Context: an optimization exercise on an open-source flow, tuned for small area, a short achievable clock period and few clock cycles per item. The choices shown serve that exercise and are no tape-out recipe. RTL that was checked went through simulation tests only; none was proved equivalent to the original. No functional check of the RTL was part of run 1.

## flow/design.v (module list and top-level ports; edited modules follow where they fit)
// module fta_add_align: 28 lines
// module fta_add_sum: 19 lines
// module fta_add_norm: 30 lines
// module fta_mul_pp: 1281 lines
// module fta_booth_enc: 30 lines
// module fta_mul_red: 247 lines
// module fta_div_sel: 16 lines
// module fta_div_sel3: 14 lines
// module fta_div_init: 14 lines
// module fta_div_row: 33 lines
// module fta_div_fin: 22 lines
// module fp32_truncating_alu_top: 419 lines
module fp32_truncating_alu_top
(
   input  wire logic        clock,
   input  wire logic        reset,
   input  wire logic        req_tvalid,
   output logic             req_tready,
   input  wire logic [71:0] req_tdata,
   output logic             rsp_tvalid,
   input  wire logic        rsp_tready,
   output logic [39:0]      rsp_tdata
);
  // ...
==> flow/flow/run.sh <==
#!/bin/bash
# Standard layout, with timing repair aiming below the clock period: repair
# works on every path with less than SETUP_SLACK_MARGIN ns of slack.
set -euo pipefail
bash standard.sh SETUP_SLACK_MARGIN=7.5 finish > standard_flow.log 2>&1
==> flow/standard.sh <==
#!/bin/bash
# synth_recipe.tcl (not shown) runs the flow's synth.tcl, then flattens the netlist and writes it again
# the make line also repeats each setting of config.mk as NAME=value (left out here)
make -C /OpenROAD-flow-scripts/flow DESIGN_CONFIG=/design/flow/config.mk WORK_HOME=/design/flow/orfs CLKGATE_MAP_FILE= SYNTH_SCRIPT=/design/flow/synth_recipe.tcl "${@:-finish}"
==> flow/config.mk <==
export PLATFORM = sky130hd
export DESIGN_NAME = fp32_truncating_alu_top
export DESIGN_NICKNAME = fp32_truncating_alu_top
export VERILOG_FILES = /design/flow/design.v
export SDC_FILE = /design/flow/constraint.sdc
export NUM_CORES = 4
export LEC_CHECK = 0
export ABC_AREA = 1
export CAP_MARGIN = 20
export CORE_MARGIN = 2
export CORE_UTILIZATION = 55
export PLACE_DENSITY = 0.7
export SLEW_MARGIN = 20
==> flow/constraint.sdc <==
create_clock -name core_clock -period 12.0 [get_ports {clock}]
set_input_delay 2.4000 -clock core_clock [delete_from_list [all_inputs] [get_ports {clock}]]
set_output_delay 2.4000 -clock core_clock [all_outputs]
set_load 0.01 [all_outputs]
==> results.json, run 1 <==
{
  "port_buffers": 104,
  "min-delay-start": "dg6[2]",
  "multi_input_area_um2": 50160,
  "place_inst": 10840,
  "antenna_found_initial": 11,
  "setup_ws_ps": 7379,
  "status": "finished clean",
  "m1WireLength_mm": 104.9,
  "die_h_um": 404.4,
  "synth_top_family_by_area": "adder cells",
  "clockRootBuffer": "clkbuf_16",
  "setup_tns_ps": 0,
  "ys_async_sr_fraction": 0,
  "final_antenna_net_count": 0,
  "reg2reg_from": "c5[22]",
  "routed-wl-met3_mm": 23.24,
  "grt_util_met1": 0.4174,
  "cts_buffer_depth": 3,
  "synth_compound_area_frac": 0.1082,
  "drive_gt1_frac": 0.1191,
  "place_ws_ps": 6169,
  "synth_top_area_share": 0.3688,
  "final_cell_mix": "nand2_1 (1,368), inv_1 (1,270), edfxtp_1 (1,083)",
  "endpoint_kind": "flop",
  "post_cts.repair.setup_buffers": 157,
  "slew_violations": 0,
  "final-seq-area_um2": 33400,
  "critPathCapture": "qn6",
  "seq_share": 0.3305,
  "clock_area_frac": 0.04085,
  "nonClkBufAreaFrac": 0.05312,
  "yosys.area_share.simple": 0.1124,
  "dominant_cells": "multi-input combinational cells",
  "crit_path_cell_trace": "buf_6 -> ha_1 -> ha_1 -> and3_4 -> o21ai_0 -> nand4_1 -> buf_4 -> buf_4 -> nand3_4 -> nor2_1 -> a21oi_1 -> fa_2 -> inv_2 -> fa_1 -> inv_1 -> ha_2 -> nand3_2 -> nand2_2 -> xnor2_2 -> nand3_1 -> nand2_1 -> nand2_1 -> nand2_1",
  "hpwl_mm": 208.6
}
==> module fp32_truncating_alu_top, before the edit <==
module fp32_truncating_alu_top
(
   input  wire logic        clock,
   input  wire logic        reset,
   input  wire logic        req_tvalid,
   output logic             req_tready,
   input  wire logic [71:0] req_tdata,
   output logic             rsp_tvalid,
   input  wire logic        rsp_tready,
   output logic [39:0]      rsp_tdata
);
   logic en;
   logic out_v, skid_v;
   logic [32:0] out_r, skid_r;
   assign en         = ~skid_v;
   assign req_tready = en;
   assign rsp_tvalid = out_v;
   assign rsp_tdata  = {7'd0, out_r};
   logic       v0;
   logic [1:0] op0;
   logic       as0, bs0;
   logic [7:0] ae0, be0;
   logic [22:0] am0, bm0;
   logic       ge0;      
   logic [11:0] bone0, btwo0, bone_i, btwo_i;    
   fta_booth_enc u_benc (.b({1'b1, req_tdata[65:43]}), .bone(bone_i), .btwo(btwo_i));
   always_ff @(posedge clock) begin
      if (reset) v0 <= 1'b0;
      else if (en) v0 <= req_tvalid;
   end
   always_ff @(posedge clock) begin
      if (en) begin
         op0 <= req_tdata[1:0];
         as0 <= req_tdata[2];
         ae0 <= req_tdata[10:3];
         am0 <= req_tdata[33:11];
         bs0 <= req_tdata[34] ^ (req_tdata[1:0] == 2'd1);
         be0 <= req_tdata[42:35];
         bm0 <= req_tdata[65:43];
         ge0 <= req_tdata[33:11] >= req_tdata[65:43];
         bone0 <= bone_i;
         btwo0 <= btwo_i;
      end
   end
   logic isdiv0, ismul0, isadd0;
   assign isdiv0 = (op0 == 2'd3);
   assign ismul0 = (op0 == 2'd2);
   assign isadd0 = ~op0[1];
   logic [26:0] s_i, c_i;
   logic        qp_i, qn_i;
   fta_div_init u_init (.a_mantissa(am0), .b_mantissa(bm0), .ge(ge0), .s(s_i), .c(c_i), .pos(qp_i), .neg(qn_i));
   logic [9:0]  e_div;
   assign e_div = {2'b00, ae0} - {2'b00, be0} + 10'd127 - {9'd0, ~ge0};
   logic [26:0] st1_s2, st1_c2;
   logic        st1_p3, st1_n3;
   fta_div_row u_row2 (.s(s_i), .c(c_i), .b_mantissa(bm0), .pos(qp_i), .neg(qn_i),
                      .s_o(st1_s2), .c_o(st1_c2), .npos(st1_p3), .nneg(st1_n3));
   logic [26:0] st1_s3, st1_c3;
   logic        st1_p4, st1_n4;
   fta_div_row u_row3 (.s(st1_s2), .c(st1_c2), .b_mantissa(bm0), .pos(st1_p3), .neg(st1_n3),
                      .s_o(st1_s3), .c_o(st1_c3), .npos(st1_p4), .nneg(st1_n4));
   logic [138:0] m_v;
   fta_mul_pp u_mul_pp (.a({1'b1, am0}), .b({1'b1, bm0}), .bone(bone0), .btwo(btwo0), .v(m_v));
   logic [9:0]  e_mul;
   assign e_mul = {2'b00, ae0} + {2'b00, be0} - 10'd127;
   logic [22:0] a_big;
   logic [23:0] a_sml;
   logic [7:0]  a_e;
   logic        a_sg, a_sub;
   fta_add_align u_align (.a_sign(as0), .a_exponent(ae0), .a_mantissa(am0),
                          .b_sign(bs0), .b_exponent(be0), .b_mantissa(bm0),
                          .big(a_big), .sml(a_sml), .e_big(a_e), .sg_big(a_sg), .eff_sub(a_sub));
   logic        v1;
   logic [1:0]  op1;
   logic [9:0]  e1;
   logic [26:0] s1, c1;
   logic [22:0] d1;
   logic        g1, ge1;
   logic        qp1, qn1;    
   logic [3:0] dg1;    
   logic [61:0] mx1;    
   always_ff @(posedge clock) begin
      if (reset) v1 <= 1'b0;
      else if (en) v1 <= v0;
   end
   always_ff @(posedge clock) begin
      if (en) begin
         op1 <= op0;
         s1  <= isdiv0 ? st1_s3 : ismul0 ? m_v[26:0] : {a_sub, 3'd0, a_big};
         c1  <= isdiv0 ? st1_c3 : ismul0 ? m_v[53:27] : {3'd0, a_sml};
         d1  <= ismul0 ? m_v[76:54] : bm0;
         e1  <= isdiv0 ? e_div : ismul0 ? e_mul : {2'b00, a_e};
         g1  <= isadd0 ? a_sg : (as0 ^ bs0);
         ge1 <= ge0;
         qp1 <= st1_p4;
         qn1 <= st1_n4;
         dg1 <= {{qp_i, qn_i}, st1_p3, st1_n3};
         mx1 <= m_v[138:77];
      end
   end
   logic [24:0] m_row0, m_row1;
   logic        m_cin;
   fta_mul_red u_mul_red (.v({mx1, d1, c1, s1}), .row0(m_row0), .row1(m_row1), .cin(m_cin));
   logic [24:0] a_mag;
   logic [4:0]  a_lz;
   fta_add_sum u_sum (.big(s1[22:0]), .sml(c1[23:0]), .eff_sub(s1[26]), .mag(a_mag), .lz(a_lz));
   logic isdiv1, ismul1;
   assign isdiv1 = (op1 == 2'd3);
   assign ismul1 = (op1 == 2'd2);
   logic [26:0] st2_s4, st2_c4;
   logic        st2_p5, st2_n5;
   fta_div_row u_row4 (.s(s1), .c(c1), .b_mantissa(d1), .pos(qp1), .neg(qn1),
                      .s_o(st2_s4), .c_o(st2_c4), .npos(st2_p5), .nneg(st2_n5));
   logic [26:0] st2_s5, st2_c5;
   logic        st2_p6, st2_n6;
   fta_div_row u_row5 (.s(st2_s4), .c(st2_c4), .b_mantissa(d1), .pos(st2_p5), .neg(st2_n5),
                      .s_o(st2_s5), .c_o(st2_c5), .npos(st2_p6), .nneg(st2_n6));
   logic [26:0] st2_s6, st2_c6;
   logic        st2_p7, st2_n7;
   fta_div_row u_row6 (.s(st2_s5), .c(st2_c5), .b_mantissa(d1), .pos(st2_p6), .neg(st2_n6),
                      .s_o(st2_s6), .c_o(st2_c6), .npos(st2_p7), .nneg(st2_n7));
   logic        v2;
   logic [1:0]  op2;
   logic [9:0]  e2;
   logic [26:0] s2, c2;
   logic [22:0] d2;
   logic        g2, ge2;
   logic        qp2, qn2;    
   logic [9:0] dg2;    
   always_ff @(posedge clock) begin
      if (reset) v2 <= 1'b0;
      else if (en) v2 <= v1;
   end
   always_ff @(posedge clock) begin
      if (en) begin
         op2 <= op1;
         s2  <= isdiv1 ? st2_s6 : ismul1 ? {1'b0, m_cin, m_row0} : {2'b0, a_mag};
         c2  <= isdiv1 ? st2_c6 : ismul1 ? {2'b0, m_row1} : {22'd0, a_lz};
         d2  <= d1;
         e2  <= e1;
         g2  <= g1;
         ge2 <= ge1;
         qp2 <= st2_p7;
         qn2 <= st2_n7;
         dg2 <= {{{dg1, qp1, qn1}, st2_p5, st2_n5}, st2_p6, st2_n6};
      end
   end
   logic [24:0] m_p;
   logic [22:0] m_mant;
   logic [9:0]  m_e;
   assign m_p    = s2[24:0] + c2[24:0] + {24'd0, s2[25]};
   assign m_mant = m_p[24] ? m_p[23:1] : m_p[22:0];
   assign m_e    = e2 + {9'd0, m_p[24]};
   logic [22:0] a_mant;
   logic [9:0]  a_eo;
   logic        a_sgo;
   fta_add_norm u_norm (.mag(s2[24:0]), .lz(c2[4:0]), .e_big(e2[7:0]), .sg_big(g2),
                        .mant(a_mant), .e(a_eo), .sg(a_sgo));
   logic isdiv2, ismul2;
   assign isdiv2 = (op2 == 2'd3);
   assign ismul2 = (op2 == 2'd2);
   logic [26:0] st3_s7, st3_c7;
   logic        st3_p8, st3_n8;
   fta_div_row u_row7 (.s(s2), .c(c2), .b_mantissa(d2), .pos(qp2), .neg(qn2),
                      .s_o(st3_s7), .c_o(st3_c7), .npos(st3_p8), .nneg(st3_n8));
   logic [26:0] st3_s8, st3_c8;
   logic        st3_p9, st3_n9;
   fta_div_row u_row8 (.s(st3_s7), .c(st3_c7), .b_mantissa(d2), .pos(st3_p8), .neg(st3_n8),
                      .s_o(st3_s8), .c_o(st3_c8), .npos(st3_p9), .nneg(st3_n9));
   logic [26:0] st3_s9, st3_c9;
   logic        st3_p10, st3_n10;
   fta_div_row u_row9 (.s(st3_s8), .c(st3_c8), .b_mantissa(d2), .pos(st3_p9), .neg(st3_n9),
                      .s_o(st3_s9), .c_o(st3_c9), .npos(st3_p10), .nneg(st3_n10));
   logic        v3;
   logic        dv3;     
   logic [8:0]  e3;      
   logic [26:0] s3, c3;
   logic [22:0] d3;
   logic        g3, ge3;
   logic        qp3, qn3;    
   logic [15:0] dg3;    
   logic [9:0]  e3_in;
   assign e3_in = isdiv2 ? e2 : ismul2 ? m_e : a_eo;
   always_ff @(posedge clock) begin
      if (reset) v3 <= 1'b0;
      else if (en) v3 <= v2;
   end
   always_ff @(posedge clock) begin
      if (en) begin
         dv3 <= (op2 == 2'd3);
         s3  <= st3_s9;
         c3  <= st3_c9;
         d3  <= isdiv2 ? d2 : ismul2 ? m_mant : a_mant;
         e3  <= {e3_in[9] | e3_in[8], e3_in[7:0]};
         g3  <= (isdiv2 | ismul2) ? g2 : a_sgo;
         ge3 <= ge2;
         qp3 <= st3_p10;
         qn3 <= st3_n10;
         dg3 <= {{{dg2, qp2, qn2}, st3_p8, st3_n8}, st3_p9, st3_n9};
      end
   end
   logic [26:0] st4_s10, st4_c10;
   logic        st4_p11, st4_n11;
   fta_div_row u_row10 (.s(s3), .c(c3), .b_mantissa(d3), .pos(qp3), .neg(qn3),
                      .s_o(st4_s10), .c_o(st4_c10), .npos(st4_p11), .nneg(st4_n11));
   logic [26:0] st4_s11, st4_c11;
   logic        st4_p12, st4_n12;
   fta_div_row u_row11 (.s(st4_s10), .c(st4_c10), .b_mantissa(d3), .pos(st4_p11), .neg(st4_n11),
                      .s_o(st4_s11), .c_o(st4_c11), .npos(st4_p12), .nneg(st4_n12));
   logic [26:0] st4_s12, st4_c12;
   logic        st4_p13, st4_n13;
   fta_div_row u_row12 (.s(st4_s11), .c(st4_c11), .b_mantissa(d3), .pos(st4_p12), .neg(st4_n12),
                      .s_o(st4_s12), .c_o(st4_c12), .npos(st4_p13), .nneg(st4_n13));
   logic        v4;
   logic        dv4;     
   logic [8:0]  e4;      
   logic [26:0] s4, c4;
   logic [22:0] d4;
   logic        g4, ge4;
   logic        qp4, qn4;    
   logic [21:0] dg4;    
   always_ff @(posedge clock) begin
      if (reset) v4 <= 1'b0;
      else if (en) v4 <= v3;
   end
   always_ff @(posedge clock) begin
      if (en) begin
         dv4 <= dv3;
         s4  <= st4_s12;
         c4  <= st4_c12;
         d4  <= d3;
         e4  <= e3;
         g4  <= g3;
         ge4 <= ge3;
         qp4 <= st4_p13;
         qn4 <= st4_n13;
         dg4 <= {{{dg3, qp3, qn3}, st4_p11, st4_n11}, st4_p12, st4_n12};
      end
   end
   logic [26:0] st5_s13, st5_c13;
   logic        st5_p14, st5_n14;
   fta_div_row u_row13 (.s(s4), .c(c4), .b_mantissa(d4), .pos(qp4), .neg(qn4),
                      .s_o(st5_s13), .c_o(st5_c13), .npos(st5_p14), .nneg(st5_n14));
   logic [26:0] st5_s14, st5_c14;
   logic        st5_p15, st5_n15;
   fta_div_row u_row14 (.s(st5_s13), .c(st5_c13), .b_mantissa(d4), .pos(st5_p14), .neg(st5_n14),
                      .s_o(st5_s14), .c_o(st5_c14), .npos(st5_p15), .nneg(st5_n15));
   logic [26:0] st5_s15, st5_c15;
   logic        st5_p16, st5_n16;
   fta_div_row u_row15 (.s(st5_s14), .c(st5_c14), .b_mantissa(d4), .pos(st5_p15), .neg(st5_n15),
                      .s_o(st5_s15), .c_o(st5_c15), .npos(st5_p16), .nneg(st5_n16));
   logic        v5;
   logic        dv5;     
   logic [8:0]  e5;      
   logic [26:0] s5, c5;
   logic [22:0] d5;
   logic        g5, ge5;
   logic        qp5, qn5;    
   logic [27:0] dg5;    
   always_ff @(posedge clock) begin
      if (reset) v5 <= 1'b0;
      else if (en) v5 <= v4;
   end
   always_ff @(posedge clock) begin
      if (en) begin
         dv5 <= dv4;
         s5  <= st5_s15;
         c5  <= st5_c15;
         d5  <= d4;
         e5  <= e4;
         g5  <= g4;
         ge5 <= ge4;
         qp5 <= st5_p16;
         qn5 <= st5_n16;
         dg5 <= {{{dg4, qp4, qn4}, st5_p14, st5_n14}, st5_p15, st5_n15};
      end
   end
   logic [26:0] st6_s16, st6_c16;
   logic        st6_p17, st6_n17;
   fta_div_row u_row16 (.s(s5), .c(c5), .b_mantissa(d5), .pos(qp5), .neg(qn5),
                      .s_o(st6_s16), .c_o(st6_c16), .npos(st6_p17), .nneg(st6_n17));
   logic [26:0] st6_s17, st6_c17;
   logic        st6_p18, st6_n18;
   fta_div_row u_row17 (.s(st6_s16), .c(st6_c16), .b_mantissa(d5), .pos(st6_p17), .neg(st6_n17),
                      .s_o(st6_s17), .c_o(st6_c17), .npos(st6_p18), .nneg(st6_n18));
   logic [26:0] st6_s18, st6_c18;
   logic        st6_p19, st6_n19;
   fta_div_row u_row18 (.s(st6_s17), .c(st6_c17), .b_mantissa(d5), .pos(st6_p18), .neg(st6_n18),
                      .s_o(st6_s18), .c_o(st6_c18), .npos(st6_p19), .nneg(st6_n19));
   logic        v6;
   logic        dv6;     
   logic [8:0]  e6;      
   logic [26:0] s6, c6;
   logic [22:0] d6;
   logic        g6, ge6;
   logic        qp6, qn6;    
   logic [33:0] dg6;    
   always_ff @(posedge clock) begin
      if (reset) v6 <= 1'b0;
      else if (en) v6 <= v5;
   end
   always_ff @(posedge clock) begin
      if (en) begin
         dv6 <= dv5;
         s6  <= st6_s18;
         c6  <= st6_c18;
         d6  <= d5;
         e6  <= e5;
         g6  <= g5;
         ge6 <= ge5;
         qp6 <= st6_p19;
         qn6 <= st6_n19;
         dg6 <= {{{dg5, qp5, qn5}, st6_p17, st6_n17}, st6_p18, st6_n18};
      end
   end
   logic [26:0] st7_s19, st7_c19;
   logic        st7_p20, st7_n20;
   fta_div_row u_row19 (.s(s6), .c(c6), .b_mantissa(d6), .pos(qp6), .neg(qn6),
                      .s_o(st7_s19), .c_o(st7_c19), .npos(st7_p20), .nneg(st7_n20));
   logic [26:0] st7_s20, st7_c20;
   logic        st7_p21, st7_n21;
   fta_div_row u_row20 (.s(st7_s19), .c(st7_c19), .b_mantissa(d6), .pos(st7_p20), .neg(st7_n20),
                      .s_o(st7_s20), .c_o(st7_c20), .npos(st7_p21), .nneg(st7_n21));
   logic [26:0] st7_s21, st7_c21;
   logic        st7_p22, st7_n22;
   fta_div_row u_row21 (.s(st7_s20), .c(st7_c20), .b_mantissa(d6), .pos(st7_p21), .neg(st7_n21),
                      .s_o(st7_s21), .c_o(st7_c21), .npos(st7_p22), .nneg(st7_n22));
   logic        v7;
   logic        dv7;     
   logic [8:0]  e7;      
   logic [26:0] s7, c7;
   logic [22:0] d7;
   logic        g7, ge7;
   logic        qp7, qn7;    
   logic [39:0] dg7;    
   always_ff @(posedge clock) begin
      if (reset) v7 <= 1'b0;
      else if (en) v7 <= v6;
   end
   always_ff @(posedge clock) begin
      if (en) begin
         dv7 <= dv6;
         s7  <= st7_s21;
         c7  <= st7_c21;
         d7  <= d6;
         e7  <= e6;
         g7  <= g6;
         ge7 <= ge6;
         qp7 <= st7_p22;
         qn7 <= st7_n22;
         dg7 <= {{{dg6, qp6, qn6}, st7_p20, st7_n20}, st7_p21, st7_n21};
      end
   end
   logic [26:0] st8_s22, st8_c22;
   logic        st8_p23, st8_n23;
   fta_div_row u_row22 (.s(s7), .c(c7), .b_mantissa(d7), .pos(qp7), .neg(qn7),
                      .s_o(st8_s22), .c_o(st8_c22), .npos(st8_p23), .nneg(st8_n23));
   logic [26:0] st8_s23, st8_c23;
   logic        st8_p24, st8_n24;
   fta_div_row u_row23 (.s(st8_s22), .c(st8_c22), .b_mantissa(d7), .pos(st8_p23), .neg(st8_n23),
                      .s_o(st8_s23), .c_o(st8_c23), .npos(st8_p24), .nneg(st8_n24));
   logic [26:0] st8_s24, st8_c24;
   logic        st8_p25, st8_n25;
   fta_div_row u_row24 (.s(st8_s23), .c(st8_c23), .b_mantissa(d7), .pos(st8_p24), .neg(st8_n24),
                      .s_o(st8_s24), .c_o(st8_c24), .npos(st8_p25), .nneg(st8_n25));
   logic        v8;
   logic        dv8;     
   logic [8:0]  e8;      
   logic [26:0] s8, c8;
   logic [22:0] d8;
   logic        g8, ge8;
   logic        qp8, qn8;    
   logic [45:0] dg8;    
   always_ff @(posedge clock) begin
      if (reset) v8 <= 1'b0;
      else if (en) v8 <= v7;
   end
   always_ff @(posedge clock) begin
      if (en) begin
         dv8 <= dv7;
         s8  <= st8_s24;
         c8  <= st8_c24;
         d8  <= d7;
         e8  <= e7;
         g8  <= g7;
         ge8 <= ge7;
         qp8 <= st8_p25;
         qn8 <= st8_n25;
         dg8 <= {{{dg7, qp7, qn7}, st8_p23, st8_n23}, st8_p24, st8_n24};
      end
   end
   logic [22:0] qpv, qnv;
   always_comb begin
      for (int i = 0; i < 23; i++) begin
         qpv[i] = dg8[2*i+1];
         qnv[i] = dg8[2*i];
      end
   end
   logic [22:0] dv_mant;
   fta_div_fin u_fin (.s(s8), .c(c8), .qp(qpv), .qn(qnv), .ge(ge8), .mant(dv_mant));
   logic [32:0] res;
   assign res = {e8[8], dv8 ? dv_mant : d8, e8[7:0], g8};
   logic pop;
   assign pop = out_v & rsp_tready;
   always_ff @(posedge clock) begin
      if (reset) begin
         out_v  <= 1'b0;
         skid_v <= 1'b0;
      end else begin
         if (~out_v | pop) out_v <= skid_v | (en & v8);
         if (skid_v) skid_v <= ~pop;
         else        skid_v <= en & v8 & out_v & ~pop;
      end
   end
   always_ff @(posedge clock) begin
      if (~out_v | pop) out_r <= skid_v ? skid_r : res;
      if (~skid_v) skid_r <= res;
   end
endmodule
==> run 2: changes to the inputs <==
--- a/flow/design.v
+++ b/flow/design.v
@@ -1777,8 +1777,6 @@
    logic [7:0] ae0, be0;
    logic [22:0] am0, bm0;
    logic       ge0;      
-   logic [11:0] bone0, btwo0, bone_i, btwo_i;    
-   fta_booth_enc u_benc (.b({1'b1, req_tdata[65:43]}), .bone(bone_i), .btwo(btwo_i));
    always_ff @(posedge clock) begin
       if (reset) v0 <= 1'b0;
       else if (en) v0 <= req_tvalid;
@@ -1793,8 +1791,6 @@
          be0 <= req_tdata[42:35];
          bm0 <= req_tdata[65:43];
          ge0 <= req_tdata[33:11] >= req_tdata[65:43];
-         bone0 <= bone_i;
-         btwo0 <= btwo_i;
       end
    end
    logic isdiv0, ismul0, isadd0;
@@ -1815,6 +1811,8 @@
    fta_div_row u_row3 (.s(st1_s2), .c(st1_c2), .b_mantissa(bm0), .pos(st1_p3), .neg(st1_n3),
                       .s_o(st1_s3), .c_o(st1_c3), .npos(st1_p4), .nneg(st1_n4));
    logic [138:0] m_v;
+   logic [11:0] bone0, btwo0;    
+   fta_booth_enc u_benc (.b({1'b1, bm0}), .bone(bone0), .btwo(btwo0));
    fta_mul_pp u_mul_pp (.a({1'b1, am0}), .b({1'b1, bm0}), .bone(bone0), .btwo(btwo0), .v(m_v));
    logic [9:0]  e_mul;
    assign e_mul = {2'b00, ae0} + {2'b00, be0} - 10'd127;
--- a/flow/config.mk
+++ b/flow/config.mk
@@ -8,6 +8,7 @@
 export ABC_AREA = 1
 export CAP_MARGIN = 20
 export CORE_MARGIN = 2
-export CORE_UTILIZATION = 55
-export PLACE_DENSITY = 0.7
+export CORE_UTILIZATION = 40
+export CTS_BUF_LIST = sky130_fd_sc_hd__clkbuf_8
+export CTS_CLUSTER_SIZE = 20
 export SLEW_MARGIN = 20
==> results.json, run 2 <==
{
  "hpwl_mm": 204.0,
  "gp_congestion": 0.9720,
  "setup_violations": 0,
  "yosysSeqAreaShare": 0.3740,
  "crit_arrival_ps": 5250,
  "routed_wl_mm": 302.7,
  "syn_area_um2": 87470,
  "synth_top_cell_by_area": "edfxtp_1",
  "period_share": 0.3780,
  "synth-edff-count": 1060,
  "fmax_mhz": 220.4,
  "grt_max_degree": 172,
  "drc_errors": 0,
  "place_ws_ps": 5129,
  "clock-sinks": 1104,
  "cp_max_fo": 21,
  "drive_gt1_frac": 0.1316,
  "clockRootBuffer": "clkbuf_8",
  "start_util": 0.4028,
  "final_cell_mix": "nand2_1 (1,332), inv_1 (1,331), edfxtp_1 (1,060)",
  "max_slew_margin": 0.2600,
  "fin_crit_ps": 4536,
  "die_h_um": 471.6,
  "grt_pass1_wl_mm": 430.0,
  "final_antenna_net_count": 0,
  "cts_buffers": 191,
  "status": "finished clean",
  "area_delta_synth_final_pct": 17.24,
  "synth_common_cells": "nand2_1 (1,391), inv_1 (1,325), edfxtp_1 (1,060), fa_1 (820), o21ai_0 (785)",
  "grt_usage": 0.2596,
  "slew_violations": 0,
  "dieArea_um2": 222400,
  "worstMarginPinSlew_ps": 1098,
  "antenna_found_initial": 22,
  "synth_top_area_share": 0.3639,
  "die_x_um": 471.6,
  "cap_violations": 0,
  "synth_seq_cells": 1104,
  "cts_tree": "built",
  "cts_hold_buf": 0,
  "setup_tns_ps": 0,
  "rsz0062_at_grt": "true",
  "fin_util": 0.4722,
  "pin_count": 118,
  "endpoint_kind": "flop",
  "startpoint_type": "flop",
  "synth_cell_types": 69,
  "largest_reg_flops": 60,
  "fin_hold_ws_ps": 385.1,
  "yosys-top-cells-area": "edfxtp_1 (36%), fa_1 (19%), ha_1 (8.9%)",
  "wire_per_inst_um": 24.36,
  "finalHoldViolCount": 0,
  "ys_async_sr_fraction": 0,
  "first_pass_iters": 7,
  "final_common_cell": "nand2_1",
  "grt_pass1_vias": 68060,
  "fin_worst_skew_ps": 90.49,
  "drt_iter0_drc": 5840,
  "required_ps": 12710,
  "yosys.cell_count.top_type": "nand2_1",
  "ys_warn_count": 4,
  "core_um2": 217200,
  "reg_top3": "mx1: 60 flops, dg8: 46 flops, dg7: 39 flops",
  "clk_pin_slew_worst_paths_ps": 60,
  "crit_type": "flop to flop",
  "row_count": 171,
  "syn_inst": 8923,
  "setup_ws_ps": 7464,
  "port_buffers": 104,
  "via_count": 67460,
  "nets": 10910,
  "synth_ff_type": "edfxtp_1",
  "clk_latency_ps": 1020,
  "hold_class": "flop to flop",
  "cts_buffer_depth": 3,
  "vias_per_cell": 5.429,
  "overflow": 0,
  "syn_avg_cell_area_um2": 9.802,
  "regMostFlops": "mx1",
  "cts_max_level": 4
}
## run 2: worst max-delay path: stages, from the launching register on
cell and delay, ps:
edfxtp_1 420, buf_12 200, inv_4 130, buf_12 180
nand2_1 130, o21ai_4 130, buf_6 200, buf_4 190
o22ai_1 90, xor2_1 180, ha_1 330, fa_1 520
fa_1 570, inv_1 110, fa_2 670, o22ai_1 140
## run 2: final timing paths
| check | start | endpoint | slack, ps | cells after the start |
|---|---|---|---|---|
| setup reg to reg | bm0[9] | c1[24] | 7460 | 15 |
| hold reg to reg | e5[8] | e6[8] | 390 | 0 |
| setup / recovery | bm0[9] | c1[24] | 7460 | 15 |
| hold / removal | e5[8] | e6[8] | 390 | 0 |
## run 2: cell type report
cell class	instances	area, um2
Fill cell	20100	114600
Multi-Input combinational cell	6105	50520
Sequential cell	1104	32710
Timing Repair Buffer	606	6514
Inverter	1371	5331
Tap cell	2854	3571
Clock buffer	209	2877
Clock inverter	147	917.1
Antenna cell	25	62.56
Timing Repair inverter	5	36.28
## run 2: cells by family after synthesis
| group | count (synthesis) | share of synthesized area |
|---|---|---|
| and+or+nand+nor | 2424 | 0.1149 |
| buffers and inverters | 1746 | 0.07633 |
| AOI/OAI and AO/OA | 1718 | 0.1089 |
| adders and majority gates | 1445 | 0.2771 |
| DFF | 1104 | 0.3740 |
| xor gates and xnor gates | 472 | 0.04726 |
| muxes | 13 | 0.001488 |
| other | 1 | 0.00004287 |
## run 2: metrics by stage
stage / instance area, um2 / std cells
2_1_floorplan: 87540 / 8929
3_3_place_gp: 91590 / 11640
3_5_place_dp: 91610 / 11640
4_1_cts: 98970 / 12210
5_1_grt: 102500 / 12420
6_report: 102500 / 12430
## run 2: routing by layer
| layer | track usage | up-vias | routed length (um) |
|---|---|---|---|
| li1 | - | 30730 | - |
| met1 | 0.2821 | 32740 | 105500 |
| met2 | 0.4553 | 2899 | 148100 |
| met3 | 0.04658 | 1087 | 19650 |
| met4 | 0.1861 | 10 | 29320 |
| met5 | 0.0006489 | - | 60 |
## run 2: repair_timing
action                     in CTS  in global routing
pin swaps                      78                161
setup endpoints to repair     544                430
buffers inserted              173                164
gates cloned                   41                 29
gates resized for setup       379                468
Testbench counts of run 2, summed over its fixed seeds: cycles 16,080, items 16,000.
==> run 3: changes to the inputs <==
--- a/flow/config.mk
+++ b/flow/config.mk
@@ -9,6 +9,4 @@
 export CAP_MARGIN = 20
 export CORE_MARGIN = 2
 export CORE_UTILIZATION = 40
-export CTS_BUF_LIST = sky130_fd_sc_hd__clkbuf_8
-export CTS_CLUSTER_SIZE = 20
 export SLEW_MARGIN = 20
==> results.json, run 3 <==
{
  "final_common_cell": "nand2_1",
  "syn_avg_cell_area_um2": 9.802,
  "fillers": 19950,
  "cts_hold_buf": 0,
  "fmax_mhz": 221.7,
  "drc_errors": 0,
  "multi_input_area_um2": 50350,
  "grt_usage": 0.2600,
  "gp_congestion": 0.9720,
  "worstMarginPinSlew_ps": 1031,
  "place_inst": 11640,
  "area_delta_synth_final_pct": 17.53,
  "port_buffers": 104,
  "yosys.cell_count.top_type": "nand2_1",
  "reg2reg_from": "bm0[9]",
  "yosys.area_share.simple": 0.1149,
  "design_area_um2": 102800,
  "cts_tree": "built",
  "overflow": 0,
  "grt_pass1_vias": 67670,
  "clockRootBuffer": "clkbuf_16",
  "top_layer_used": "met5",
  "clk_pin_slew_worst_paths_ps": 70,
  "max_slew_margin": 0.3103,
  "row_count": 171,
  "clock-sinks": 1104,
  "crit_arrival_ps": 5010,
  "vias_per_cell": 5.471,
  "wire_per_inst_um": 24.68,
  "r2r_end": "c1[24]",
  "via_count": 67200,
  "synth_compound_area_frac": 0.1089,
  "synthMuxAreaShare": 0.001488,
  "dieArea_um2": 222400,
  "status": "finished clean",
  "start_util": 0.4028,
  "worst-r2r-cell-count": 14,
  "hpwl_mm": 204.0,
  "cap_violations": 0,
  "synth_common_cells": "nand2_1 (1,391), inv_1 (1,325), edfxtp_1 (1,060), fa_1 (820), o21ai_0 (785)",
  "synth_top_area_share": 0.3639,
  "final-seq-area_um2": 32710,
  "synth_cell_types": 69,
  "required_ps": 12500,
  "grt_max_degree": 172,
  "routed_wl_mm": 303.1,
  "core_um2": 217200,
  "yosys-top-cells-area": "edfxtp_1 (36%), fa_1 (19%), ha_1 (8.9%)",
  "drt_iter0_drc": 6274,
  "startpoint_type": "flop",
  "synth_seq_cells": 1104,
  "fin_crit_ps": 4511,
  "ys_warn_count": 4,
  "period_share": 0.3759,
  "slew_violations": 0,
  "final_antenna_net_count": 0,
  "drive_gt1_frac": 0.1216,
  "ys_async_sr_fraction": 0,
  "synth_top_cell_by_area": "edfxtp_1",
  "pin_count": 118,
  "syn_area_um2": 87470,
  "die_h_um": 471.6,
  "nets": 10830,
  "routed-wl-met3_mm": 19.26,
  "hold_class": "flop to flop",
  "cts_buffer_depth": 3,
  "synthXorXnorAreaFrac": 0.04726,
  "largest_reg_flops": 60,
  "synth-edff-count": 1060,
  "setup_tns_ps": 0,
  "wl_met2_mm": 148.5,
  "fin_hold_ws_ps": 377.8,
  "synth_ff_type": "edfxtp_1",
  "yosysSeqAreaShare": 0.3740,
  "first_pass_iters": 9,
  "rsz0062_at_grt": "true",
  "synth_top_family_by_area": "adder cells",
  "final_cell_mix": "nand2_1 (1,334), inv_1 (1,273), edfxtp_1 (1,060)",
  "regMostFlops": "mx1",
  "r2r_setup_slack_ps": 7490,
  "worstSetupStartpoint": "bm0[9]",
  "endpoint_kind": "flop",
  "grt_pass1_wl_mm": 429.8,
  "syn_inst": 8923,
  "layoutNonFillerInstCount": 12280,
  "setup_violations": 0,
  "cts_buffers": 132,
  "fin_worst_skew_ps": 75.78,
  "finalHoldViolCount": 0,
  "reg_top3": "mx1: 60 flops, dg8: 46 flops, dg7: 39 flops",
  "clk_latency_ps": 840,
  "dpl_cell_area_um2": 91610,
  "crit_type": "flop to flop",
  "cp_max_fo": 21,
  "cts_max_level": 4,
  "die_x_um": 471.6,
  "antenna_found_initial": 21,
  "m1WireLength_mm": 105.8,
  "synthAdderAreaFrac": 0.2771,
  "critPathCapture": "c1[24]",
  "whs_path_depth": 0
}
## run 3: cell counts after synthesis
Identical to the previous run, type by type.
## run 3: what timing repair did
| action | 4_1_cts | 5_1_grt |
|---|---|---|
| buffers inserted | 162 | 153 |
| resized for setup | 374 | 411 |
| endpoints found under the setup margin | 545 | 443 |
| pin swaps | 80 | 162 |
| cloned | 42 | 29 |
## run 3: final cells by class
| type | count | share of cell area |
|---|---|---|
| diodes | 14 | 0.0003408 |
| clock buffers | 170 | 0.03401 |
| clock inverters | 74 | 0.008909 |
| inverters | 1371 | 0.05174 |
| multi-input cells | 6105 | 0.4898 |
| flip-flops and latches | 1104 | 0.3182 |
| well taps | 2854 | 0.03474 |
| repair buffers | 585 | 0.06188 |
| repair inverters | 5 | 0.0003530 |
## run 3: worst max-delay path: stages (launching register included)
cell and delay (ps):
edfxtp_1 420, buf_12 200, inv_2 170, buf_12 200, nand2_1 130, o21ai_4 120, buf_2 310, o22ai_1 120
xor2_1 180, ha_1 330, fa_1 520, fa_1 560, inv_1 90, fa_2 660, o22ai_1 140
## run 3: per-layer routing
metal | vias to the layer above | global-route usage
met5 | - | 0
met4 | 8 | 0.1941
met3 | 1064 | 0.04185
met2 | 2916 | 0.4527
met1 | 32700 | 0.2855
li1 | 30510 | -
## run 3: logic make-up (layout without fill, tap and decap cells)
| group | after synthesis | after routing |
|---|---|---|
| AO/OA/AOI/OAI | 1718 | 1724 |
| adder cells (fa/ha/maj) | 1445 | 1445 |
| other | 1 | 21 |
| flip-flops | 1104 | 1104 |
| multiplexers | 13 | 13 |
| AND/OR/NAND/NOR | 2424 | 2444 |
| buffers and inverters | 1746 | 2205 |
| XOR/XNOR | 472 | 472 |
## run 3: how the worst min path moves through the flow
stage | endpoint | slack (ps) | from
global route | dv6 | 370 | dv5
global placement | dg4[21] | 400 | dg3[15]
finish | e5[6] | 380 | e4[6]
detailed placement | dg3[14] | 400 | dg2[8]
floorplan | dg2[6] | 400 | dg1[0]
CTS | e4[4] | 360 | e3[4]
## run 3: metrics by stage
stage	utilization	setup WS, ps
final	0.4734	7489
after floorplan	-	6594
after CTS	0.4582	7442
after detailed placement	0.4218	5129
after global routing	0.4734	7244
after global placement	0.4218	5085
==> run 4: changes to the inputs <==
--- a/flow/config.mk
+++ b/flow/config.mk
@@ -9,4 +9,5 @@
 export CAP_MARGIN = 20
 export CORE_MARGIN = 2
 export CORE_UTILIZATION = 40
+export GPL_ROUTABILITY_DRIVEN = 0
 export SLEW_MARGIN = 20
==> results.json, run 4 <==
{
  "required_ps": 12530,
  "regMostFlops": "mx1",
  "cts_buffers": 130,
  "synth_ff_type": "edfxtp_1",
  "final_cell_mix": "nand2_1 (1,343), inv_1 (1,269), edfxtp_1 (1,060)",
  "synth_seq_cells": 1104,
  "hold_class": "flop to flop",
  "yosys-top-cells-area": "edfxtp_1 (36%), fa_1 (19%), ha_1 (8.9%)",
  "cap_violations": 0,
  "place_ws_ps": 5501,
  "final_antenna_net_count": 0,
  "max_slew_margin": 0.2756,
  "drive_gt1_frac": 0.1136,
  "antenna_found_initial": 8,
  "synth-edff-count": 1060,
  "cp_common_cell": "nor2_1",
  "critPathSlowestCell": "fa_2",
  "cp_max_fo": 5,
  "setup_violations": 0,
  "fin_crit_ps": 4565,
  "drt_iter0_drc": 6613,
  "reg_top3": "mx1: 60 flops, dg8: 46 flops, dg7: 39 flops",
  "pin_count": 118,
  "die_h_um": 471.6,
  "cpLargestDelayFamily": "adder cells",
  "fmax_mhz": 219.1,
  "setup_tns_ps": 0,
  "synth_top_cell_by_area": "edfxtp_1",
  "via_count": 67120,
  "clockRootBuffer": "clkbuf_16",
  "overflow": 0,
  "clock-sinks": 1104,
  "vias_per_cell": 5.501,
  "area_delta_synth_final_pct": 16.17,
  "worstMarginPinSlew_ps": 1087,
  "setup_ws_ps": 7435,
  "core_um2": 217200,
  "rsz0062_at_grt": "true",
  "crit_arrival_ps": 5100,
  "hpwl_mm": 187.5,
  "startpoint_type": "flop",
  "die_x_um": 471.6,
  "cts_tree": "built",
  "cts_max_level": 4,
  "port_buffers": 104,
  "final_common_cell": "nand2_1",
  "ys_warn_count": 4,
  "syn_area_um2": 87470,
  "slowest_delay_ps": 620,
  "grt_usage": 0.2409,
  "status": "finished clean",
  "syn_avg_cell_area_um2": 9.802,
  "synth_common_cells": "nand2_1 (1,391), inv_1 (1,325), edfxtp_1 (1,060), fa_1 (820), o21ai_0 (785)",
  "crit_type": "flop to flop",
  "ys_async_sr_fraction": 0,
  "nets": 10760,
  "grt_max_degree": 179,
  "clk_pin_slew_worst_paths_ps": 60,
  "grt_pass1_wl_mm": 407.9,
  "wire_per_inst_um": 22.71,
  "synth_top_area_share": 0.3639,
  "start_util": 0.4028,
  "cts_buffer_depth": 3,
  "largest_reg_flops": 60,
  "first_pass_iters": 10,
  "finalHoldViolCount": 0,
  "period_share": 0.3804,
  "cp_num_buf_inv": 2,
  "synth_cell_types": 69,
  "endpoint_kind": "flop",
  "clk_latency_ps": 830,
  "yosysSeqAreaShare": 0.3740,
  "fin_worst_skew_ps": 77.60,
  "dieArea_um2": 222400,
  "fin_util": 0.4679,
  "crit_path_cell_trace": "inv_2 -> fa_1 -> ha_2 -> a21oi_2 -> nor2_1 -> nor2_1 -> xor2_1 -> o31ai_1 -> nand2_1 -> nand3_2 -> buf_12 -> nand2_2 -> o21ai_2 -> fa_2 -> fa_2 -> ha_2 -> a21oi_2 -> o21bai_1 -> xor2_1 -> nor2_1 -> a21oi_1",
  "syn_inst": 8923,
  "grt_pass1_vias": 67450,
  "routed_wl_mm": 277.1,
  "drc_errors": 0,
  "slew_violations": 0,
  "yosys.cell_count.top_type": "nand2_1",
  "row_count": 171
}
[run 4: layout make-up]
| class | instances | area [um2] |
|---|---|---|
| Fill cell | 19880 | 115600 |
| Timing Repair Buffer | 524 | 5426 |
| Clock inverter | 75 | 844.6 |
| Timing Repair inverter | 5 | 32.53 |
| Clock buffer | 155 | 3388 |
| Inverter | 1371 | 5300 |
| Antenna cell | 7 | 17.52 |
| Multi-Input combinational cell | 6107 | 50320 |
| Tap cell | 2854 | 3571 |
| Sequential cell | 1104 | 32710 |
[run 4: worst paths after layout]
path         end    from  depth (start not counted)  slack [ps]
min reg2reg  dv7     dv6                          0         390
max          qp3  s2[22]                         21        7440
max reg2reg  qp3  s2[22]                         21        7440
min          dv7     dv6                          0         390
[run 4: logic make-up after synthesis]
group	Yosys count	synth area share
and+or+nand+nor	2424	0.1149
buffers and inverters	1746	0.07633
AOI/OAI and AO/OA	1718	0.1089
adders and majority gates	1445	0.2771
DFF	1104	0.3740
xor gates and xnor gates	472	0.04726
muxes	13	0.001488
other	1	0.00004287
[run 4: worst reg2reg max path: cells and delay by family, from the launching register on]
family / cells / cell delay (ps)
DFF: 1 / 470
adders and majority gates: 5 / 2030
and+or+nand+nor: 6 / 620
xor gates and xnor gates: 2 / 370
AOI/OAI and AO/OA: 6 / 560
buffers and inverters: 2 / 270
[run 4: repair_timing]
action	in CTS	in global routing
gates resized for setup	333	383
hold buffers	0	0
endpoints found under the hold margin	0	0
setup endpoints to repair	475	491
setup buffers	130	146
pin swaps	61	135
cloned	38	19
[run 4: per-stage QoR]
stage | instance area, um2 | instances | hold WS [ps]
2_1_floorplan | 87540 | 8929 | 400.3
3_3_place_gp | 91530 | 11630 | 401.0
5_1_grt | 101600 | 12200 | 382.8
6_report | 101600 | 12200 | 387.2
4_1_cts | 98660 | 12030 | 379.0
3_5_place_dp | 91540 | 11630 | 404.5
[run 4: per-layer routing]
metal  vias to the layer above  routed length (um)  global-route usage
met5                         -                  27                   0
li1                      30340                   -                   -
met4                         4               23610              0.1625
met2                      3168              130800              0.4019
met3                      1026               22450             0.04829
met1                     32590              100200              0.2804
==> run 5: changes to the inputs <==
--- a/flow/config.mk
+++ b/flow/config.mk
@@ -6,8 +6,8 @@
 export NUM_CORES = 4
 export LEC_CHECK = 0
 export ABC_AREA = 1
+export ABC_CLOCK_PERIOD_IN_PS = 4500
 export CAP_MARGIN = 20
 export CORE_MARGIN = 2
 export CORE_UTILIZATION = 40
-export GPL_ROUTABILITY_DRIVEN = 0
 export SLEW_MARGIN = 20
==> results.json, run 5 <==
{
  "status": "finished clean",
  "hpwl_mm": 204.0,
  "ys_async_sr_fraction": 0,
  "fin_crit_ps": 4511,
  "required_ps": 12500,
  "reg2reg_from": "bm0[9]",
  "cts_tree": "built",
  "via_count": 67200,
  "dieArea_um2": 222400,
  "grt_usage": 0.2600,
  "worst-r2r-cell-count": 14,
  "clockRootBuffer": "clkbuf_16",
  "synth_cell_types": 69,
  "crit_arrival_ps": 5010,
  "max_slew_margin": 0.3103,
  "drt_iter0_drc": 6274,
  "worstMarginPinSlew_ps": 1031,
  "area_delta_synth_final_pct": 17.53,
  "slew_violations": 0,
  "drive_gt1_frac": 0.1216,
  "r2r_end": "c1[24]",
  "cts_max_level": 4,
  "cts_buffers": 132,
  "cp_max_fo": 21,
  "final_antenna_net_count": 0,
  "synth_seq_cells": 1104,
  "routed_wl_mm": 303.1,
  "startpoint_type": "flop",
  "finalHoldViolCount": 0,
  "min-delay-start": "e4[6]",
  "fin_util": 0.4734,
  "endpoint_kind": "flop",
  "fin_worst_skew_ps": 75.78,
  "grt_pass1_vias": 67670,
  "start_util": 0.4028,
  "holdPathEnd": "e5[6]",
  "fmax_mhz": 221.7,
  "period_share": 0.3759,
  "wire_per_inst_um": 24.68,
  "reg_top3": "mx1: 60 flops, dg8: 46 flops, dg7: 39 flops",
  "overflow": 0,
  "yosys-top-cells-area": "edfxtp_1 (36%), fa_1 (19%), ha_1 (8.9%)",
  "cap_violations": 0,
  "grt_max_degree": 172,
  "drc_errors": 0,
  "vias_per_cell": 5.471,
  "syn_avg_cell_area_um2": 9.802,
  "synth_top_cell_by_area": "edfxtp_1",
  "row_count": 171,
  "synth_top_area_share": 0.3639,
  "antenna_found_initial": 21,
  "syn_inst": 8923,
  "die_h_um": 471.6,
  "largest_reg_flops": 60,
  "yosys.cell_count.top_type": "nand2_1",
  "hold_class": "flop to flop",
  "setup_violations": 0,
  "whs_path_depth": 0,
  "synth_common_cells": "nand2_1 (1,391), inv_1 (1,325), edfxtp_1 (1,060), fa_1 (820), o21ai_0 (785)",
  "port_buffers": 104,
  "final_common_cell": "nand2_1",
  "die_x_um": 471.6,
  "clk_pin_slew_worst_paths_ps": 70,
  "grt_pass1_wl_mm": 429.8,
  "rsz0062_at_grt": "true",
  "clk_latency_ps": 840,
  "yosysSeqAreaShare": 0.3740,
  "regMostFlops": "mx1",
  "gp_congestion": 0.9720,
  "core_um2": 217200,
  "ys_warn_count": 4,
  "final_cell_mix": "nand2_1 (1,334), inv_1 (1,273), edfxtp_1 (1,060)",
  "crit_type": "flop to flop",
  "synth-edff-count": 1060,
  "first_pass_iters": 9,
  "clock-sinks": 1104,
  "pin_count": 118,
  "cts_buffer_depth": 3,
  "synth_ff_type": "edfxtp_1",
  "setup_tns_ps": 0,
  "syn_area_um2": 87470,
  "r2r_setup_slack_ps": 7490,
  "nets": 10830
}
==> run 5: cell counts after synthesis <==
Identical to the previous run, type by type.
==> run 5: metrics by stage <==
step | worst slack (ps) | cells | cell area (um2) | hold WS, ps
6_report | 7489 | 12280 | 102800 | 377.8
5_1_grt | 7244 | 12280 | 102800 | 366.8
4_1_cts | 7442 | 12090 | 99510 | 359.5
3_5_place_dp | 5129 | 11640 | 91610 | 404.5
3_3_place_gp | 5085 | 11640 | 91590 | 400.9
2_1_floorplan | 6594 | 8929 | 87540 | 400.3
==> run 5: cells by family (layout without fill, tap and decap cells) <==
group / Yosys count / after routing / share of synthesized area
buffers and inverters: 1746 / 2205 / 0.07633
muxes: 13 / 13 / 0.001488
other: 1 / 21 / 0.00004287
xor gates and xnor gates: 472 / 472 / 0.04726
adders and majority gates: 1445 / 1445 / 0.2771
and+or+nand+nor: 2424 / 2444 / 0.1149
AOI/OAI and AO/OA: 1718 / 1724 / 0.1089
DFF: 1104 / 1104 / 0.3740
==> run 5: worst max-delay path: stages (launching register included) <==
cell and delay, ps:
edfxtp_1 420, buf_12 200, inv_2 170, buf_12 200, nand2_1 130, o21ai_4 120, buf_2 310, o22ai_1 120
xor2_1 180, ha_1 330, fa_1 520, fa_1 560, inv_1 90, fa_2 660, o22ai_1 140
==> run 5: timing repair <==
action,in CTS,in global routing
hold buffers,0,0
gates cloned,42,29
endpoints found under the setup margin,545,443
setup buffers,162,153
pin swaps,80,162
resized for setup,374,411
==> run 5: layout make-up <==
| cell class | count | area [um2] |
|---|---|---|
| Sequential cell | 1104 | 32710 |
| Clock buffer | 170 | 3496 |
| Timing Repair Buffer | 585 | 6361 |
| Fill cell | 19950 | 114400 |
| Multi-Input combinational cell | 6105 | 50350 |
| Antenna cell | 14 | 35.03 |
| Inverter | 1371 | 5319 |
| Clock inverter | 74 | 915.9 |
| Timing Repair inverter | 5 | 36.28 |
| Tap cell | 2854 | 3571 |
==> run 5: how the worst max path moves through the flow <==
stage | startpoint | to | slack (ps) | cells after the start
global placement | bm0[17] | c1[13] | 5090 | 19
floorplan | skid_v | req_tready | 6590 | 3
CTS | d2[22] | qp3 | 7440 | 22
detailed placement | bm0[17] | c1[13] | 5130 | 19
global route | c2[0] | e3[8] | 7240 | 29
finish | bm0[9] | c1[24] | 7490 | 14
==> run 5: per-layer routing <==
| metal | global-route usage | wire length (um) |
|---|---|---|
| met1 | 0.2855 | 105800 |
| met2 | 0.4527 | 148500 |
| met3 | 0.04185 | 19260 |
| met4 | 0.1941 | 29450 |
| met5 | 0 | 54 |
==> run 6: changes to the inputs <==
--- a/flow/config.mk
+++ b/flow/config.mk
@@ -5,7 +5,6 @@
 export SDC_FILE = /design/flow/constraint.sdc
 export NUM_CORES = 4
 export LEC_CHECK = 0
-export ABC_AREA = 1
 export ABC_CLOCK_PERIOD_IN_PS = 4500
 export CAP_MARGIN = 20
 export CORE_MARGIN = 2
==> results.json, run 6 <==
{
  "clk_pin_slew_worst_paths_ps": 60,
  "fmax_mhz": 190.7,
  "via_count": 73780,
  "cpLargestDelayFamily": "buffers and inverters",
  "reg2reg_from": "d2[22]",
  "ys_warn_count": 4,
  "place_inst": 12020,
  "regMostFlops": "mx1",
  "cts_max_level": 4,
  "cp_common_cell": "buf_6",
  "top_usage_layer": "met2",
  "fin_worst_skew_ps": 84.76,
  "largest_reg_flops": 60,
  "port_buffers": 104,
  "core_um2": 233000,
  "final_cell_mix": "edfxtp_1 (1,060), inv_1 (963), fa_1 (722)",
  "hpwl_mm": 215.5,
  "grt_usage": 0.2601,
  "synth_top_area_share": 0.3389,
  "grt_util_met1": 0.3126,
  "synth_common_cells": "edfxtp_1 (1,060), inv_1 (1,034), a21oi_1 (846), fa_1 (820), nand2_1 (734)",
  "multi_input_area_um2": 59270,
  "clockRootBuffer": "clkbuf_16",
  "worstMarginPinSlew_ps": 1130,
  "nets": 11100,
  "die_h_um": 488.6,
  "grt_use_met3": 0.04185,
  "min-delay-start": "dg5[10]",
  "cts_hold_buf": 0,
  "start_util": 0.4032,
  "crit_type": "flop to flop",
  "cp_max_fo": 7,
  "antenna_found_initial": 11,
  "use_met2": 0.4425,
  "syn_inst": 9225,
  "wire_per_inst_um": 25.16,
  "setup_violations": 0,
  "fin_crit_ps": 5244,
  "die_x_um": 488.6,
  "syn_area_um2": 93930,
  "slowest_delay_ps": 550,
  "required_ps": 12540,
  "synth_seq_cells": 1104,
  "grt_pass1_wl_mm": 467.1,
  "worstSetupStartpoint": "d2[22]",
  "pin_count": 118,
  "clk_latency_ps": 820,
  "startpoint_type": "flop",
  "endpoint_kind": "flop",
  "drc_errors": 0,
  "routed_wl_mm": 322.6,
  "status": "finished clean",
  "ys_async_sr_fraction": 0,
  "synth_top_cell_by_area": "edfxtp_1",
  "synth-edff-count": 1060,
  "overflow": 0,
  "final-seq-area_um2": 32710,
  "cts_buffers": 134,
  "yosys.cell_count.top_type": "edfxtp_1",
  "area_delta_synth_final_pct": 21.38,
  "critPathSlowestCell": "edfxtp_1",
  "final_antenna_net_count": 0,
  "drive_gt1_frac": 0.1985,
  "yosys-top-cells-area": "edfxtp_1 (34%), fa_1 (17%), ha_1 (8.3%)",
  "finalHoldViolCount": 0,
  "synth_cell_types": 93,
  "gp_congestion": 0.9517,
  "row_count": 177,
  "cts_tree": "built",
  "cp_num_buf_inv": 16,
  "dieArea_um2": 238700,
  "cap_violations": 0,
  "first_pass_iters": 7,
  "cts_buffer_depth": 3,
  "max_slew_margin": 0.2464,
  "slew_violations": 0,
  "drt_iter0_drc": 6984,
  "yosysSeqAreaShare": 0.3483,
  "grt_pass1_vias": 73010,
  "grt_max_degree": 165,
  "syn_avg_cell_area_um2": 10.18,
  "rsz0062_at_grt": "true",
  "synth_ff_type": "edfxtp_1",
  "crit_arrival_ps": 5790,
  "final_common_cell": "edfxtp_1",
  "period_share": 0.4370,
  "hold_class": "flop to flop",
  "layoutNonFillerInstCount": 12830,
  "fillers": 21160,
  "clock-sinks": 1104,
  "reg_top3": "mx1: 60 flops, dg8: 46 flops, dg7: 39 flops",
  "vias_per_cell": 5.753
}
-- run 6: path summary, 6_finish.rpt --
kind,end,slack (ps),cells past startpoint
max reg2reg,s3[14],6760,29
max,s3[14],6760,29
min,dg6[16],410,0
min reg2reg,dg6[16],410,0
-- run 6: kinds of logic (layout without fill, tap and decap cells) --
group	count (synthesis)	count (layout)	synth area share
compound gates	2404	2408	0.1581
simple gates	1825	1828	0.08358
buf+inv	1688	2136	0.06810
fa+ha+maj	1526	1526	0.2667
flops	1104	1104	0.3483
mux	399	401	0.04909
xor+xnor	278	278	0.02615
other cells	1	12	0.00003992
-- run 6: area by class of cell --
cell class / count / area share
multi-input cells: 6448 / 0.5199
well taps: 3132 / 0.03437
flip-flops and latches: 1104 / 0.2869
repair buffers: 834 / 0.08325
clock buffers: 161 / 0.03048
clock inverters: 85 / 0.008934
diodes: 5 / 0.0001098
inverters: 1054 / 0.03590
repair inverters: 2 / 0.0001098
-- run 6: stage by stage --
step                      TNS (ps)  setup slack, ps  instance area (um2)  utilization  hold slack, ps
final                            0             6756               114000       0.4893           412.6
after global routing             0             6555               114000       0.4893           417.6
after CTS                        0             6839               109300       0.4692           410.3
after detailed placement         0             5180                98060       0.4209           404.5
after global placement           0             5170                98060       0.4209           400.8
after floorplan           -4541920            -4386                93960            -           400.3
-- run 6: routing by layer --
metal  up-vias  wire [um]
met2      3291     156000
met3      1061      22800
met4        10      23390
li1      33010          -
met1     36410     120400
met5         -         78
-- run 6: what timing repair did --
item,4_1_cts,5_1_grt
gates resized for setup,892,606
setup endpoints to repair,709,461
setup buffers,282,198
pin swaps,213,253
cloned,49,27
==> run 7: changes to the inputs <==
==> flow/flow/run.sh (replaced) <==
#!/bin/bash
# Standard layout, with timing repair aiming below the clock period: repair
# works on every path with less than SETUP_SLACK_MARGIN ns of slack.
set -euo pipefail
bash standard.sh SETUP_SLACK_MARGIN=7.25 finish > standard_flow.log 2>&1
--- a/flow/config.mk
+++ b/flow/config.mk
@@ -5,7 +5,7 @@
 export SDC_FILE = /design/flow/constraint.sdc
 export NUM_CORES = 4
 export LEC_CHECK = 0
-export ABC_CLOCK_PERIOD_IN_PS = 4500
+export ABC_AREA = 1
 export CAP_MARGIN = 20
 export CORE_MARGIN = 2
 export CORE_UTILIZATION = 40
==> results.json, run 7 <==
{
  "dpl_cell_area_um2": 91600,
  "final_common_cell": "nand2_1",
  "grt_usage": 0.2556,
  "row_count": 171,
  "worstMarginPinSlew_ps": 1032,
  "required_ps": 12500,
  "yosys.cell_count.top_type": "nand2_1",
  "reg_top3": "mx1: 60 flops, dg8: 46 flops, dg7: 39 flops",
  "area_delta_synth_final_pct": 13.98,
  "cp_common_cell": "fa_1",
  "via_count": 65580,
  "vias_per_cell": 5.417,
  "clock-sinks": 1104,
  "core_um2": 217200,
  "grt_pass1_vias": 67070,
  "fmax_mhz": 210.8,
  "crit_path_cell_trace": "inv_2 -> o22ai_1 -> xor2_1 -> fa_1 -> fa_1 -> inv_1 -> fa_1 -> fa_1 -> nand2_2 -> o21ai_0",
  "slowest_delay_ps": 890,
  "largest_reg_flops": 60,
  "status": "finished clean",
  "regMostFlops": "mx1",
  "dieArea_um2": 222400,
  "synth_common_cells": "nand2_1 (1,391), inv_1 (1,325), edfxtp_1 (1,060), fa_1 (820), o21ai_0 (785)",
  "final_cell_mix": "nand2_1 (1,361), inv_1 (1,286), edfxtp_1 (1,060)",
  "crit_type": "flop to flop",
  "cts_tree": "built",
  "start_util": 0.4028,
  "drt_iter0_drc": 5387,
  "grt_max_degree": 173,
  "antenna_found_initial": 18,
  "wire_per_inst_um": 24.45,
  "design_area_um2": 99700,
  "synth-edff-count": 1060,
  "synth_ff_type": "edfxtp_1",
  "fillers": 20430,
  "hpwl_mm": 211.3,
  "startpoint_type": "flop",
  "cts_max_level": 4,
  "setup_tns_ps": 0,
  "fin_crit_ps": 4744,
  "fin_worst_skew_ps": 50.91,
  "drive_gt1_frac": 0.08702,
  "synth_seq_cells": 1104,
  "cts_buffer_depth": 3,
  "hold_class": "flop to flop",
  "cts_hold_buf": 0,
  "die_h_um": 471.6,
  "clockRootBuffer": "clkbuf_16",
  "ys_async_sr_fraction": 0,
  "syn_avg_cell_area_um2": 9.802,
  "synth_cell_types": 69,
  "cp_max_fo": 25,
  "final_antenna_net_count": 0,
  "overflow": 0,
  "period_share": 0.3953,
  "synth_top_cell_by_area": "edfxtp_1",
  "syn_area_um2": 87470,
  "ys_warn_count": 4,
  "cap_violations": 0,
  "nets": 10650,
  "slew_violations": 0,
  "max_slew_margin": 0.3121,
  "yosysSeqAreaShare": 0.3740,
  "routed_wl_mm": 296.1,
  "crit_arrival_ps": 5240,
  "grt_pass1_wl_mm": 423.2,
  "critPathSlowestCell": "edfxtp_1",
  "drc_errors": 0,
  "finalHoldViolCount": 0,
  "clk_latency_ps": 820,
  "gp_congestion": 0.9514,
  "first_pass_iters": 6,
  "endpoint_kind": "flop",
  "rsz0062_at_grt": "true",
  "cts_buffers": 131,
  "pin_count": 118,
  "clk_pin_slew_worst_paths_ps": 60,
  "synth_top_area_share": 0.3639,
  "yosys-top-cells-area": "edfxtp_1 (36%), fa_1 (19%), ha_1 (8.9%)",
  "port_buffers": 104,
  "die_x_um": 471.6,
  "syn_inst": 8923,
  "setup_violations": 0
}
## run 7: worst paths after layout
| check | from | endpoint | slack, ps | depth (start not counted) |
|---|---|---|---|---|
| max reg2reg | am0[15] | d1[16] | 7260 | 10 |
| min | dg4[20] | dg5[26] | 380 | 0 |
| min reg2reg | dg4[20] | dg5[26] | 380 | 0 |
| max | am0[15] | d1[16] | 7260 | 10 |
## run 7: routing by layer
metal | share of wire | GRT usage | up-vias | wire length (um)
met5 | 0.000034 | 0 | - | 10
met1 | 0.36 | 0.2840 | 32110 | 105700
met2 | 0.50 | 0.4472 | 2479 | 146700
li1 | - | - | 30120 | -
met4 | 0.089 | 0.1756 | 2 | 26330
met3 | 0.059 | 0.04255 | 873 | 17340
## run 7: cells by family after synthesis
| family | Yosys count | synth area share |
|---|---|---|
| XOR/XNOR | 472 | 0.04726 |
| other | 1 | 0.00004287 |
| buffers and inverters | 1746 | 0.07633 |
| multiplexers | 13 | 0.001488 |
| AO/OA/AOI/OAI | 1718 | 0.1089 |
| adder cells (fa/ha/maj) | 1445 | 0.2771 |
| flip-flops | 1104 | 0.3740 |
| AND/OR/NAND/NOR | 2424 | 0.1149 |
## run 7: final cells by class
type | instances | area [um2] | share of cell area
sequential | 1104 | 32710 | 0.3281
timing repair buffer | 421 | 4294 | 0.04307
timing repair inverter | 5 | 32.53 | 0.0003263
clock inverter | 80 | 958.4 | 0.009613
clock buffer | 152 | 3417 | 0.03427
tap | 2854 | 3571 | 0.03582
multi-input combinational | 6095 | 49390 | 0.4954
inverter | 1371 | 5256 | 0.05272
antenna | 25 | 62.56 | 0.0006275
## run 7: timing repair
item                       CTS  global route
setup endpoints to repair  412           349
gates resized for setup    169           280
gates cloned                15            27
pin swaps                   15            80
hold endpoints to repair     0             0
buffers inserted            65           105
## run 7: critical path: cells and delay by family (launching register included)
family	cells	cell delay [ps]
xor+xnor	1	220
simple gates	1	210
buf+inv	2	590
flops	1	890
fa+ha+maj	4	1930
compound gates	2	550
## run 7: stage by stage
stage	utilization	setup WS (ps)	cells	hold WS, ps
final	0.4591	7256	12110	384.4
after global routing	0.4591	7160	12110	398.2
after CTS	0.4482	7087	11950	391.8
after detailed placement	0.4218	4964	11640	404.5
after global placement	0.4218	5001	11640	400.0
after floorplan	-	6594	8929	400.3

## port drivers added, routing unchanged
The results above use ideal ports. As a check the final layouts listed here were re-extracted and re-timed, cells and wires unchanged.
Step 1, drivers: a clkbuf_16 drives clock and a buf_2 each remaining input, both assumed.
Step 2, shift: input delay + t, output delay - t, t = (earliest + latest rising clock arrival at the registers) / 2. This alone moves slack from input paths to output paths.
a / b / c = ideal / step 1 / step 2; a / b = the first two.
| run | t, ns | slack for setup (ns) | hold WS [ns] | latest minus earliest clock arrival (ns) | worst data-port slew with drivers (ns) |
|---|---|---|---|---|---|
| run 1 | 0.859 | 7.379 / 7.379 / 6.893 | 0.370 / 0.370 / 0.370 | 0.076 / 0.075 | 0.06 |
| run 2 | 1.076 | 7.464 / 7.464 / 7.400 | 0.385 / 0.385 / 0.385 | 0.097 / 0.098 | 0.09 |
| run 3 | 0.889 | 7.489 / 7.489 / 7.415 | 0.378 / 0.378 / 0.378 | 0.084 / 0.084 | 0.10 |
| run 4 | 0.885 | 7.435 / 7.435 / 7.338 | 0.387 / 0.387 / 0.387 | 0.079 / 0.079 | 0.10 |
| run 5 | 0.889 | 7.489 / 7.489 / 7.415 | 0.378 / 0.378 / 0.378 | 0.084 / 0.084 | 0.10 |
| run 6 | 0.871 | 6.756 / 6.756 / 6.756 | 0.413 / 0.413 / 0.413 | 0.085 / 0.085 | 0.10 |
| run 7 | 0.883 | 7.256 / 7.256 / 7.256 | 0.384 / 0.384 / 0.384 | 0.053 / 0.053 | 0.08 |
After both steps every run listed still meets setup and hold. For run 1, which loses most, drivers alone change the setup slack by 0.000 ns; drivers and shift together by -0.486 ns.
